Source: an optimization exercise on an open RTL-to-GDS flow (aim: small area and a short achievable clock period). Production flows keep margins and buffers that such runs may drop. At most, simulation tests tie the RTL to the original design; equivalence was not proved. Power figures rest on the tool's default switching activity, not on a simulated workload.

==> module alu, before the edit <==
module alu
(
    input  wire logic [DATA_W-1:0] i_p,
    input  wire logic [DATA_W-1:0] i_g,
    input  wire logic              i_cin,
    input  wire logic              i_slt,
    input  wire logic              i_shl,
    input  wire logic              i_shr,
    input  wire logic [2:0]        i_shamt_lo,
    input  wire logic              i_fill,
    output logic [DATA_W-1:0]      o_sum,       
    output logic                   o_slt_bit,
    output logic                   o_zero
);
    logic [DATA_W:0] gt [0:5];
    logic [DATA_W:0] pt [0:5];
    logic [DATA_W-1:0] c, w, sh, pp, t;
    always_comb begin
        gt[0] = {i_g, i_cin};
        pt[0] = {i_p, 1'b0};
        for (int l = 0; l < 5; l++) begin
            for (int i = 0; i <= DATA_W; i++) begin
                if ((i >> l) & 1) begin
                    gt[l+1][i] = gt[l][i] | (pt[l][i] & gt[l][((i >> l) << l) - 1]);
                    pt[l+1][i] = pt[l][i] & pt[l][((i >> l) << l) - 1];
                end else begin
                    gt[l+1][i] = gt[l][i];
                    pt[l+1][i] = pt[l][i];
                end
            end
        end
    end
    assign c = gt[5][DATA_W-1:0];    
    logic [DATA_W-1:0] w1, w2;
    assign w1 = i_shamt_lo[0] ? {i_p[DATA_W-2:0], i_fill}      : i_p;
    assign w2 = i_shamt_lo[1] ? {w1[DATA_W-3:0], {2{i_fill}}}  : w1;
    assign w  = i_shamt_lo[2] ? {w2[DATA_W-5:0], {4{i_fill}}}  : w2;
    always_comb begin
        for (int i = 0; i < DATA_W; i++) sh[i] = i_shr ? w[DATA_W-1-i] : w[i];
    end
    assign pp    = (i_shl | i_shr) ? sh : i_p;
    assign o_sum = pp ^ c;
    assign o_slt_bit = i_p[DATA_W-1] ? !c[DATA_W-1] : i_g[DATA_W-1];
    logic z_sum, z_shift;
    always_comb begin
        t[0] = i_cin;
        for (int i = 1; i < DATA_W; i++) t[i] = i_p[i-1] | i_g[i-1];
    end
    assign z_sum = (i_p == t);
    logic [6:0] keep_hi;
    always_comb begin
        for (int i = 0; i < 7; i++) keep_hi[i] = (i_shamt_lo <= 3'(6 - i));    
    end
    assign z_shift = ~|i_p[24:0] & ~|(i_p[31:25] & keep_hi);
    assign o_zero = i_slt ? !o_slt_bit : (i_shl | i_shr) ? z_shift : z_sum;
endmodule
Settings: LEC_CHECK=0, CAP_MARGIN=20, CORE_MARGIN=2, CORE_UTILIZATION=40, CTS_CLUSTER_DIAMETER=100, CTS_CLUSTER_SIZE=24, SETUP_SLACK_MARGIN=3.2, SLEW_MARGIN=20; clock period 6.0 ns.
standard.sh (not shown) runs the stock make flow with config.mk's settings and CLKGATE_MAP_FILE= SYNTH_SCRIPT=/design/flow/synth_recipe.tcl, a recipe that flattens the netlist after the stock synthesis.
==> flow/flow/run.sh <==
#!/bin/bash
# The standard layout (the standard.sh: standard synthesis, floorplan,
# placement, CTS, routing), with one change: the buffers placed on the
# ports are the platform's smallest plain buffer, sky130_fd_sc_hd__buf_1,
# instead of the resizer's default pick (a 10 um2 delay buffer). Timing
# repair still upsizes any port buffer on a critical path.
set -euo pipefail
export BUFFER_PORTS_ARGS="-buffer_cell sky130_fd_sc_hd__buf_1"
bash standard.sh > standard.log 2>&1
The baseline produced a clean layout.
Rerun with:
--- a/flow/design.v
+++ b/flow/design.v
@@ -123,5 +123,5 @@
     logic [DATA_W:0] gt [0:5];
     logic [DATA_W:0] pt [0:5];
-    logic [DATA_W-1:0] c, w, sh, pp, t;
+    logic [DATA_W-1:0] c, w, pp, t;
     always_comb begin
         gt[0] = {i_g, i_cin};
@@ -144,8 +144,10 @@
     assign w2 = i_shamt_lo[1] ? {w1[DATA_W-3:0], {2{i_fill}}}  : w1;
     assign w  = i_shamt_lo[2] ? {w2[DATA_W-5:0], {4{i_fill}}}  : w2;
+    logic sel_n;
+    assign sel_n = !(i_shl | i_shr);
     always_comb begin
-        for (int i = 0; i < DATA_W; i++) sh[i] = i_shr ? w[DATA_W-1-i] : w[i];
+        for (int i = 0; i < DATA_W; i++)
+            pp[i] = (i_shl & w[i]) | (i_shr & w[DATA_W-1-i]) | (sel_n & i_p[i]);
     end
-    assign pp    = (i_shl | i_shr) ? sh : i_p;
     assign o_sum = pp ^ c;
     assign o_slt_bit = i_p[DATA_W-1] ? !c[DATA_W-1] : i_g[DATA_W-1];
Clock skew rose by 0.025 ns.
Utilization rises by 1.1 points.
Worst hold slack loses 0.020 ns.
Final cell count grows by 2.7%.
Routed wire length increases by 1.4%.
Worst setup slack improved by 0.066 ns.
Power rises by 2.9%.
Sequential power hardly moves.
Sequential share of layout area went down by 0.38 points.
Maximum frequency climbs by 2.4%.

## lane 1
execute_top, a different RTL version from the one above (not shown whole).
For scale: roughly 1,800 cells after synthesis, ~260 flip-flops, roughly 260 I/O pins, about 15,000 um^2 of cells after synthesis.
==> module alu, before the edit <==
module alu
(
    input  wire logic [DATA_W-1:0] i_p,
    input  wire logic [DATA_W-1:0] i_g,
    input  wire logic              i_cin,
    input  wire logic              i_slt,
    input  wire logic              i_shl,
    input  wire logic              i_shr,
    input  wire logic [2:0]        i_shamt_lo,
    input  wire logic              i_fill,
    output logic [DATA_W-1:0]      o_sum,       
    output logic                   o_slt_bit,
    output logic                   o_zero
);
    logic [DATA_W:0] gt [0:5];
    logic [DATA_W:0] pt [0:5];
    logic [DATA_W-1:0] c, w, sh, pp, t;
    always_comb begin
        gt[0] = {i_g, i_cin};
        pt[0] = {i_p, 1'b0};
        for (int l = 0; l < 5; l++) begin
            for (int i = 0; i <= DATA_W; i++) begin
                if (i >= (1 << l)) begin
                    gt[l+1][i] = gt[l][i] | (pt[l][i] & gt[l][i - (1 << l)]);
                    pt[l+1][i] = pt[l][i] & pt[l][i - (1 << l)];
                end else begin
                    gt[l+1][i] = gt[l][i];
                    pt[l+1][i] = pt[l][i];
                end
            end
        end
    end
    assign c = gt[5][DATA_W-1:0];    
    logic [DATA_W-1:0] w1, w2;
    assign w1 = i_shamt_lo[0] ? {i_p[DATA_W-2:0], i_fill}      : i_p;
    assign w2 = i_shamt_lo[1] ? {w1[DATA_W-3:0], {2{i_fill}}}  : w1;
    assign w  = i_shamt_lo[2] ? {w2[DATA_W-5:0], {4{i_fill}}}  : w2;
    always_comb begin
        for (int i = 0; i < DATA_W; i++) sh[i] = i_shr ? w[DATA_W-1-i] : w[i];
    end
    assign pp    = (i_shl | i_shr) ? sh : i_p;
    assign o_sum = pp ^ c;
    assign o_slt_bit = i_p[DATA_W-1] ? !c[DATA_W-1] : i_g[DATA_W-1];
    always_comb begin
        t[0] = i_cin;
        for (int i = 1; i < DATA_W; i++)
            t[i] = (i_p[i-1] | i_g[i-1]) & !(i_shl | i_shr);
    end
    assign o_zero = i_slt ? !o_slt_bit : (pp == t);
endmodule
==> module execute_stage, before the edit <==
module execute_stage
(
    input  wire logic              i_flush,
    input  wire logic [DATA_W-1:0] i_pc,
    input  wire logic [DATA_W-1:0] i_rs_data,
    input  wire logic [DATA_W-1:0] i_rt_data,
    input  wire logic [DATA_W-1:0] i_imm,
    input  wire logic [REG_W-1:0]  i_rt,
    input  wire logic [REG_W-1:0]  i_rd,
    input  wire logic [WB_W-1:0]   i_wb_ctrl,
    input  wire logic [MEM_W-1:0]  i_mem_ctrl,
    input  wire logic [5:0]        i_ex_ctrl,
    output logic [DATA_W-1:0]      o_p,
    output logic [DATA_W-1:0]      o_g,
    output logic                   o_cin,
    output logic                   o_slt,
    output logic                   o_shl,        
    output logic                   o_shr,        
    output logic [2:0]             o_shamt_lo,
    output logic                   o_fill,       
    output logic [REG_W-1:0]       o_write_reg,
    output logic [WB_W-1:0]        o_wb_ctrl,
    output logic [MEM_W-1:0]       o_mem_ctrl,
    output logic [15:0]            o_pcb_lo,     
    output logic                   o_pcb_co,     
    output logic [13:0]            o_pcb_hi      
);
    exec_pkg::ex_ctrl_t ex_ctrl;
    logic [DATA_W-1:0]  a, b, rb, v, coarse;
    logic [1:0]         k;
    logic op_add, op_sub, op_slt, op_and, op_or, op_xor, op_nor, op_lui;
    logic op_sll, op_srl, op_sra, op_right, fill;
    assign ex_ctrl     = i_flush ? 6'd0 : i_ex_ctrl;
    assign o_wb_ctrl   = i_flush ? '0 : i_wb_ctrl;
    assign o_mem_ctrl  = i_flush ? '0 : i_mem_ctrl;
    assign o_write_reg = ex_ctrl.reg_dst ? i_rd : i_rt;
    alu_control u_alu_control (
        .i_alu_op (ex_ctrl.alu_op),
        .i_funct  (i_imm[5:0]),
        .o_add    (op_add),
        .o_sub    (op_sub),
        .o_slt    (op_slt),
        .o_and    (op_and),
        .o_or     (op_or),
        .o_xor    (op_xor),
        .o_nor    (op_nor),
        .o_lui    (op_lui),
        .o_sll    (op_sll),
        .o_srl    (op_srl),
        .o_sra    (op_sra)
    );
    assign a  = i_rs_data;
    assign b  = ex_ctrl.alu_src ? i_imm : i_rt_data;
    assign op_right = op_srl | op_sra;
    assign fill     = op_sra & b[DATA_W-1];
    assign k        = i_imm[10:9];
    always_comb begin
        for (int i = 0; i < DATA_W; i++) rb[i] = b[DATA_W-1-i];
    end
    assign v = op_right ? rb : b;
    always_comb begin
        case (k)
            2'd0: coarse = v;
            2'd1: coarse = {v[DATA_W-9:0],  {8{fill}}};
            2'd2: coarse = {v[DATA_W-17:0], {16{fill}}};
            default: coarse = {v[DATA_W-25:0], {24{fill}}};
        endcase
    end
    logic [DATA_W-1:0] x, n, o, gs;
    assign x  = a ^ b;
    assign n  = a & b;
    assign o  = a | b;
    assign gs = a & ~b;
    always_comb begin
        o_p = ({DATA_W{op_add | op_xor}} & x)
            | ({DATA_W{op_sub}}          & ~x)
            | ({DATA_W{op_and}}          & n)
            | ({DATA_W{op_or}}           & o)
            | ({DATA_W{op_nor}}          & ~o)
            | ({DATA_W{op_lui}}          & {b[15:0], 16'h0})
            | ({DATA_W{op_sll | op_right}} & coarse);
        o_g = ({DATA_W{op_add}} & n)
            | ({DATA_W{op_sub}} & gs);
    end
    assign o_cin      = op_sub;
    assign o_slt      = op_slt;
    assign o_shl      = op_sll;
    assign o_shr      = op_right;
    assign o_shamt_lo = i_imm[8:6];
    assign o_fill     = fill;
    assign {o_pcb_co, o_pcb_lo} = {1'b0, i_pc[17:2]} + {1'b0, i_imm[15:0]};
    assign o_pcb_hi = i_pc[31:18] + i_imm[29:16];
endmodule
export LEC_CHECK = 0
export CAP_MARGIN = 20
export CORE_MARGIN = 2
export CORE_UTILIZATION = 40
export SLEW_MARGIN = 20
create_clock -name core_clock -period 6.0 [get_ports {i_clk}]
run.sh (not shown) runs the stock make flow with config.mk's settings and CLKGATE_MAP_FILE= SYNTH_SCRIPT=/design/flow/synth_recipe.tcl, a recipe that flattens the netlist after the stock synthesis.
Stock flow here: none of the scripts above is used.
#### Input delta (lane 2 over lane 1)
--- a/flow/design.v
+++ b/flow/design.v
@@ -140,9 +140,9 @@
     end
     assign c = gt[5][DATA_W-1:0];    
-    logic [DATA_W-1:0] w1, w2;
-    assign w1 = i_shamt_lo[0] ? {i_p[DATA_W-2:0], i_fill}      : i_p;
-    assign w2 = i_shamt_lo[1] ? {w1[DATA_W-3:0], {2{i_fill}}}  : w1;
-    assign w  = i_shamt_lo[2] ? {w2[DATA_W-5:0], {4{i_fill}}}  : w2;
     always_comb begin
+        for (int i = 0; i < DATA_W; i++) begin
+            if (i >= i_shamt_lo) w[i] = i_p[i - i_shamt_lo];
+            else                 w[i] = i_fill;
+        end
         for (int i = 0; i < DATA_W; i++) sh[i] = i_shr ? w[DATA_W-1-i] : w[i];
     end
@@ -251,5 +251,5 @@
 );
     exec_pkg::ex_ctrl_t ex_ctrl;
-    logic [DATA_W-1:0]  a, b, rb, v, coarse;
+    logic [DATA_W-1:0]  a, b, bx, rb, v, coarse;
     logic [1:0]         k;
     logic op_add, op_sub, op_slt, op_and, op_or, op_xor, op_nor, op_lui;
@@ -276,4 +276,5 @@
     assign a  = i_rs_data;
     assign b  = ex_ctrl.alu_src ? i_imm : i_rt_data;
+    assign bx = op_sub ? ~b : b;
     assign op_right = op_srl | op_sra;
     assign fill     = op_sra & b[DATA_W-1];
@@ -284,26 +285,22 @@
     assign v = op_right ? rb : b;
     always_comb begin
-        case (k)
-            2'd0: coarse = v;
-            2'd1: coarse = {v[DATA_W-9:0],  {8{fill}}};
-            2'd2: coarse = {v[DATA_W-17:0], {16{fill}}};
-            default: coarse = {v[DATA_W-25:0], {24{fill}}};
-        endcase
-    end
-    logic [DATA_W-1:0] x, n, o, gs;
-    assign x  = a ^ b;
-    assign n  = a & b;
-    assign o  = a | b;
-    assign gs = a & ~b;
+        for (int i = 0; i < DATA_W; i++) begin
+            if (i >= 8 * k) coarse[i] = v[i - 8 * k];
+            else            coarse[i] = fill;
+        end
+    end
     always_comb begin
-        o_p = ({DATA_W{op_add | op_xor}} & x)
-            | ({DATA_W{op_sub}}          & ~x)
-            | ({DATA_W{op_and}}          & n)
-            | ({DATA_W{op_or}}           & o)
-            | ({DATA_W{op_nor}}          & ~o)
-            | ({DATA_W{op_lui}}          & {b[15:0], 16'h0})
-            | ({DATA_W{op_sll | op_right}} & coarse);
-        o_g = ({DATA_W{op_add}} & n)
-            | ({DATA_W{op_sub}} & gs);
+        o_p = '0;
+        o_g = '0;
+        if (op_add | op_sub) begin
+            o_p = a ^ bx;
+            o_g = a & bx;
+        end
+        if (op_and) o_p = a & b;
+        if (op_or)  o_p = a | b;
+        if (op_xor) o_p = a ^ b;
+        if (op_nor) o_p = ~(a | b);
+        if (op_lui) o_p = {b[15:0], 16'h0};
+        if (op_sll | op_right) o_p = coarse;
     end
     assign o_cin      = op_sub;
### Flow results
- Lane 2 closes out successfully: all stages finished, all timing, DRC and antenna checks passed.
- In the tables for lane 1 and lane 2, total power reads higher with lane 2.
- Of the two values seen for destination of the critical timing path, u_id_ex_reg.o_p[13]$_DFF_P_ was produced by lane 1 and u_ex_mem_reg.o_alu_zero$_DFF_P_ by lane 2.
- Required time of the worst setup path was higher in lane 2 than in lane 1.
- The final weighted congestion of routability-driven global placement number comes out lower for lane 1 vs lane 2.
- Met1 capacity usage during global routing essentially unchanged between lane 1 and lane 2.
- Lane 2 — post-synthesis cell count 70 higher, lane 1 as reference
- Higher sequential group share of total power among lane 1 and lane 2: lane 1
No run of this note included a check of the RTL's function; only the layout flow was run.

Another version of the RTL of execute_top (not shown whole).
For scale: roughly 1400 cells after synthesis, about 260 flip-flops, ~13000 µm² of cells after synthesis.
==> module alu, before the edit <==
module alu
(
    input  wire logic [DATA_W-1:0] i_p,
    input  wire logic [DATA_W-1:0] i_g,
    input  wire logic              i_cin,
    input  wire logic              i_slt,
    input  wire logic              i_shl,
    input  wire logic              i_shr,
    input  wire logic [2:0]        i_shamt_lo,
    input  wire logic              i_fill,
    output logic [DATA_W-1:0]      o_sum,       
    output logic                   o_slt_bit,
    output logic                   o_zero
);
    logic [DATA_W:0] gt [0:5];
    logic [DATA_W:0] pt [0:5];
    logic [DATA_W-1:0] c, w, sh, pp, t;
    always_comb begin
        gt[0] = {i_g, i_cin};
        pt[0] = {i_p, 1'b0};
        for (int l = 0; l < 5; l++) begin
            for (int i = 0; i <= DATA_W; i++) begin
                if ((i >> l) & 1) begin
                    gt[l+1][i] = gt[l][i] | (pt[l][i] & gt[l][((i >> l) << l) - 1]);
                    pt[l+1][i] = pt[l][i] & pt[l][((i >> l) << l) - 1];
                end else begin
                    gt[l+1][i] = gt[l][i];
                    pt[l+1][i] = pt[l][i];
                end
            end
        end
    end
    assign c = gt[5][DATA_W-1:0];    
    logic [DATA_W-1:0] w1, w2;
    assign w1 = i_shamt_lo[0] ? {i_p[DATA_W-2:0], i_fill}      : i_p;
    assign w2 = i_shamt_lo[1] ? {w1[DATA_W-3:0], {2{i_fill}}}  : w1;
    assign w  = i_shamt_lo[2] ? {w2[DATA_W-5:0], {4{i_fill}}}  : w2;
    always_comb begin
        for (int i = 0; i < DATA_W; i++) sh[i] = i_shr ? w[DATA_W-1-i] : w[i];
    end
    assign pp    = sh;    
    assign o_sum = pp ^ c;
    assign o_slt_bit = i_p[DATA_W-1] ? !c[DATA_W-1] : i_g[DATA_W-1];
    logic z_sum, z_shift;
    always_comb begin
        t[0] = i_cin;
        for (int i = 1; i < DATA_W; i++) t[i] = i_p[i-1] | i_g[i-1];
    end
    assign z_sum = (i_p == t);
    logic [6:0] keep_hi;
    always_comb begin
        for (int i = 0; i < 7; i++) keep_hi[i] = (i_shamt_lo <= 3'(6 - i));    
    end
    assign z_shift = ~|i_p[24:0] & ~|(i_p[31:25] & keep_hi);
    assign o_zero = i_slt ? !o_slt_bit : (i_shl | i_shr) ? z_shift : z_sum;
endmodule
==> module execute_stage, before the edit <==
module execute_stage
(
    input  wire logic              i_flush,
    input  wire logic [DATA_W-1:0] i_pc,
    input  wire logic [DATA_W-1:0] i_rs_data,
    input  wire logic [DATA_W-1:0] i_rt_data,
    input  wire logic [DATA_W-1:0] i_imm,
    input  wire logic [REG_W-1:0]  i_rt,
    input  wire logic [REG_W-1:0]  i_rd,
    input  wire logic [WB_W-1:0]   i_wb_ctrl,
    input  wire logic [MEM_W-1:0]  i_mem_ctrl,
    input  wire logic [5:0]        i_ex_ctrl,
    output logic [DATA_W-1:0]      o_p,
    output logic [DATA_W-1:0]      o_g,
    output logic                   o_cin,
    output logic                   o_slt,
    output logic                   o_shl,        
    output logic                   o_shr,        
    output logic [2:0]             o_shamt_lo,
    output logic                   o_fill,       
    output logic [REG_W-1:0]       o_write_reg,
    output logic [WB_W-1:0]        o_wb_ctrl,
    output logic [MEM_W-1:0]       o_mem_ctrl,
    output logic [29:0]            o_pcb_sum,    
    output logic [1:0]             o_pcb_co      
);
    exec_pkg::ex_ctrl_t ex_ctrl;
    logic [DATA_W-1:0]  a, b, rb, v, coarse;
    logic [1:0]         k;
    logic op_add, op_sub, op_slt, op_and, op_or, op_xor, op_nor, op_lui;
    logic op_sll, op_srl, op_sra, op_right, fill;
    assign ex_ctrl     = i_flush ? 6'd0 : i_ex_ctrl;
    assign o_wb_ctrl   = i_flush ? '0 : i_wb_ctrl;
    assign o_mem_ctrl  = i_flush ? '0 : i_mem_ctrl;
    assign o_write_reg = ex_ctrl.reg_dst ? i_rd : i_rt;
    alu_control u_alu_control (
        .i_alu_op (ex_ctrl.alu_op),
        .i_funct  (i_imm[5:0]),
        .o_add    (op_add),
        .o_sub    (op_sub),
        .o_slt    (op_slt),
        .o_and    (op_and),
        .o_or     (op_or),
        .o_xor    (op_xor),
        .o_nor    (op_nor),
        .o_lui    (op_lui),
        .o_sll    (op_sll),
        .o_srl    (op_srl),
        .o_sra    (op_sra)
    );
    assign a  = i_rs_data;
    assign b  = ex_ctrl.alu_src ? i_imm : i_rt_data;
    assign op_right = op_srl | op_sra;
    assign fill     = i_imm[0] & b[DATA_W-1];
    assign k        = i_imm[10:9];
    always_comb begin
        for (int i = 0; i < DATA_W; i++) rb[i] = b[DATA_W-1-i];
    end
    assign v = i_imm[1] ? rb : b;
    always_comb begin
        case (k)
            2'd0: coarse = v;
            2'd1: coarse = {v[DATA_W-9:0],  {8{fill}}};
            2'd2: coarse = {v[DATA_W-17:0], {16{fill}}};
            default: coarse = {v[DATA_W-25:0], {24{fill}}};
        endcase
    end
    logic              t_ne, t_11, t_00, t_ga, t_gs;
    logic [DATA_W-1:0] u, w, pl, gl;
    assign t_ne = op_add | op_xor | op_or;
    assign t_11 = op_sub | op_and | op_or;
    assign t_00 = op_sub | op_nor;
    assign t_ga = op_add;     
    assign t_gs = op_sub;     
    always_comb begin
        for (int i = 0; i < DATA_W; i++) begin
            u[i]  = a[i] ? t_11 : t_ne;     
            w[i]  = a[i] ? t_ne : t_00;     
            pl[i] = b[i] ? u[i] : w[i];
            gl[i] = a[i] & (b[i] ? t_ga : t_gs);
        end
    end
    always_comb begin
        o_p = pl
            | ({DATA_W{op_lui}} & {b[15:0], 16'h0})
            | ({DATA_W{op_sll | op_right}} & coarse);
        o_g = gl;
    end
    assign o_cin      = op_sub;
    assign o_slt      = op_slt;
    assign o_shl      = op_sll;
    assign o_shr      = op_right;
    assign o_shamt_lo = (op_sll | op_right) ? i_imm[8:6] : 3'd0;
    assign o_fill     = fill;
    logic [29:0] pa, pb, pg, pp, pgt, ppt, pc_c;
    assign pa = i_pc[31:2];
    assign pb = i_imm[29:0];
    assign pg = pa & pb;
    assign pp = pa ^ pb;
    always_comb begin
        pgt = pg;
        ppt = pp;
        for (int l = 0; l < 4; l++) begin
            for (int i = 29; i >= 0; i--) begin
                if ((i % 10) >= (1 << l)) begin
                    pgt[i] = pgt[i] | (ppt[i] & pgt[i - (1 << l)]);
                    ppt[i] = ppt[i] & ppt[i - (1 << l)];
                end
            end
        end
        for (int i = 0; i < 30; i++) pc_c[i] = ((i % 10) == 0) ? 1'b0 : pgt[i-1];
    end
    assign o_pcb_sum = pp ^ pc_c;
    assign o_pcb_co  = {pgt[19], pgt[9]};
endmodule
Settings: LEC_CHECK=0, CAP_MARGIN=20, CORE_MARGIN=2, CORE_UTILIZATION=40, CTS_CLUSTER_DIAMETER=100, CTS_CLUSTER_SIZE=24, SETUP_SLACK_MARGIN=3.2, SLEW_MARGIN=20; clock period 6.0 ns.
standard.sh (not shown) runs the stock make flow with config.mk's settings and CLKGATE_MAP_FILE= SYNTH_SCRIPT=/design/flow/synth_recipe.tcl, a recipe that flattens the netlist after the stock synthesis.
Scripts as last shown in full above: flow/flow/run.sh
The first run passed the timing, design-rule and antenna checks.
Change:
--- a/flow/design.v
+++ b/flow/design.v
@@ -121,9 +121,9 @@
     output logic                   o_zero
 );
     logic [DATA_W:0] gt [0:5];
     logic [DATA_W:0] pt [0:5];
-    logic [DATA_W-1:0] c, w, sh, pp, t;
+    logic [DATA_W-1:0] c, w, sh, pp;
     always_comb begin
         gt[0] = {i_g, i_cin};
         pt[0] = {i_p, 1'b0};
         for (int l = 0; l < 5; l++) begin
@@ -145,23 +145,14 @@
     assign w  = i_shamt_lo[2] ? {w2[DATA_W-5:0], {4{i_fill}}}  : w2;
     always_comb begin
         for (int i = 0; i < DATA_W; i++) sh[i] = i_shr ? w[DATA_W-1-i] : w[i];
     end
-    assign pp    = sh;    
+    assign pp    = (i_shl | i_shr) ? sh : i_p;
     assign o_sum = pp ^ c;
     assign o_slt_bit = i_p[DATA_W-1] ? !c[DATA_W-1] : i_g[DATA_W-1];
-    logic z_sum, z_shift;
-    always_comb begin
-        t[0] = i_cin;
-        for (int i = 1; i < DATA_W; i++) t[i] = i_p[i-1] | i_g[i-1];
-    end
-    assign z_sum = (i_p == t);
-    logic [6:0] keep_hi;
-    always_comb begin
-        for (int i = 0; i < 7; i++) keep_hi[i] = (i_shamt_lo <= 3'(6 - i));    
-    end
-    assign z_shift = ~|i_p[24:0] & ~|(i_p[31:25] & keep_hi);
-    assign o_zero = i_slt ? !o_slt_bit : (i_shl | i_shr) ? z_shift : z_sum;
+    logic [DATA_W-1:0] result;
+    assign result = i_slt ? {{(DATA_W-1){1'b0}}, o_slt_bit} : o_sum;
+    assign o_zero = ~|result;
 endmodule
 `default_nettype wire
 `timescale 1ns/1ns
 `default_nettype none
@@ -316,9 +307,9 @@
     assign o_cin      = op_sub;
     assign o_slt      = op_slt;
     assign o_shl      = op_sll;
     assign o_shr      = op_right;
-    assign o_shamt_lo = (op_sll | op_right) ? i_imm[8:6] : 3'd0;
+    assign o_shamt_lo = i_imm[8:6];
     assign o_fill     = fill;
     logic [29:0] pa, pb, pg, pp, pgt, ppt, pc_c;
     assign pa = i_pc[31:2];
     assign pb = i_imm[29:0];
Outcome:
- count of clock-buffer cells in the layout stays the same
- setup slack gets better by 0.14 ns
- combinational power went up by about 10%
- sequential power barely changes
- global-route usage climbs by 0.70 points
- first-iteration DRC count is higher by 4.9%
- cell area grows by 5.2%
- synthesized area shrinks by 0.56%
Function was not checked in any run of this note: the RTL went through the layout flow alone.

afterwards: timing with drivers on the ports:
How much do the figures lean on ideal ports? The routed layouts below were timed once more, with nothing changed but the port constraints.
Step 1, drivers: a clkbuf_16 drives i_clk and a buf_2 each remaining input, both assumed.
Step 2 adds t to the input delays and takes it off the output delays; t is the mean of the earliest and latest rising clock arrival at the registers after step 1. Input paths then give back, and output paths get back, about the clock's delay inside the block.
a / b / c = no drivers / after step 1 / after step 2; a / b = the first two.
| run | t (ns) | setup WS [ns] | worst setup path after step 2 | clock arrival spread, ns | pins driven straight from the clock port |
|---|---|---|---|---|---|
| the first run of note 1 | 0.564 | 3.123 / 3.156 / 2.593 | input to register | 0.030 / 0.029 | 1 |
| the second run of note 1 | 0.564 | 3.189 / 3.214 / 2.650 | input to register | 0.054 / 0.054 | 1 |
| lane 1 | 0.623 | 1.900 / 1.935 / 1.312 | input to register | 0.016 / 0.015 | 1 |
| lane 2 | 0.649 | 1.081 / 1.081 / 1.081 | register to register | 0.033 / 0.032 | 1 |
| the first run of note 3 | 0.560 | 2.867 / 2.880 / 2.319 | input to register | 0.043 / 0.043 | 1 |
| the second run of note 3 | 0.546 | 3.007 / 3.007 / 2.646 | input to register | 0.035 / 0.035 | 1 |
After both steps every run listed still meets setup and hold. For lane 1, which loses most, drivers alone change the setup slack by +0.035 ns; drivers and shift together by -0.588 ns.
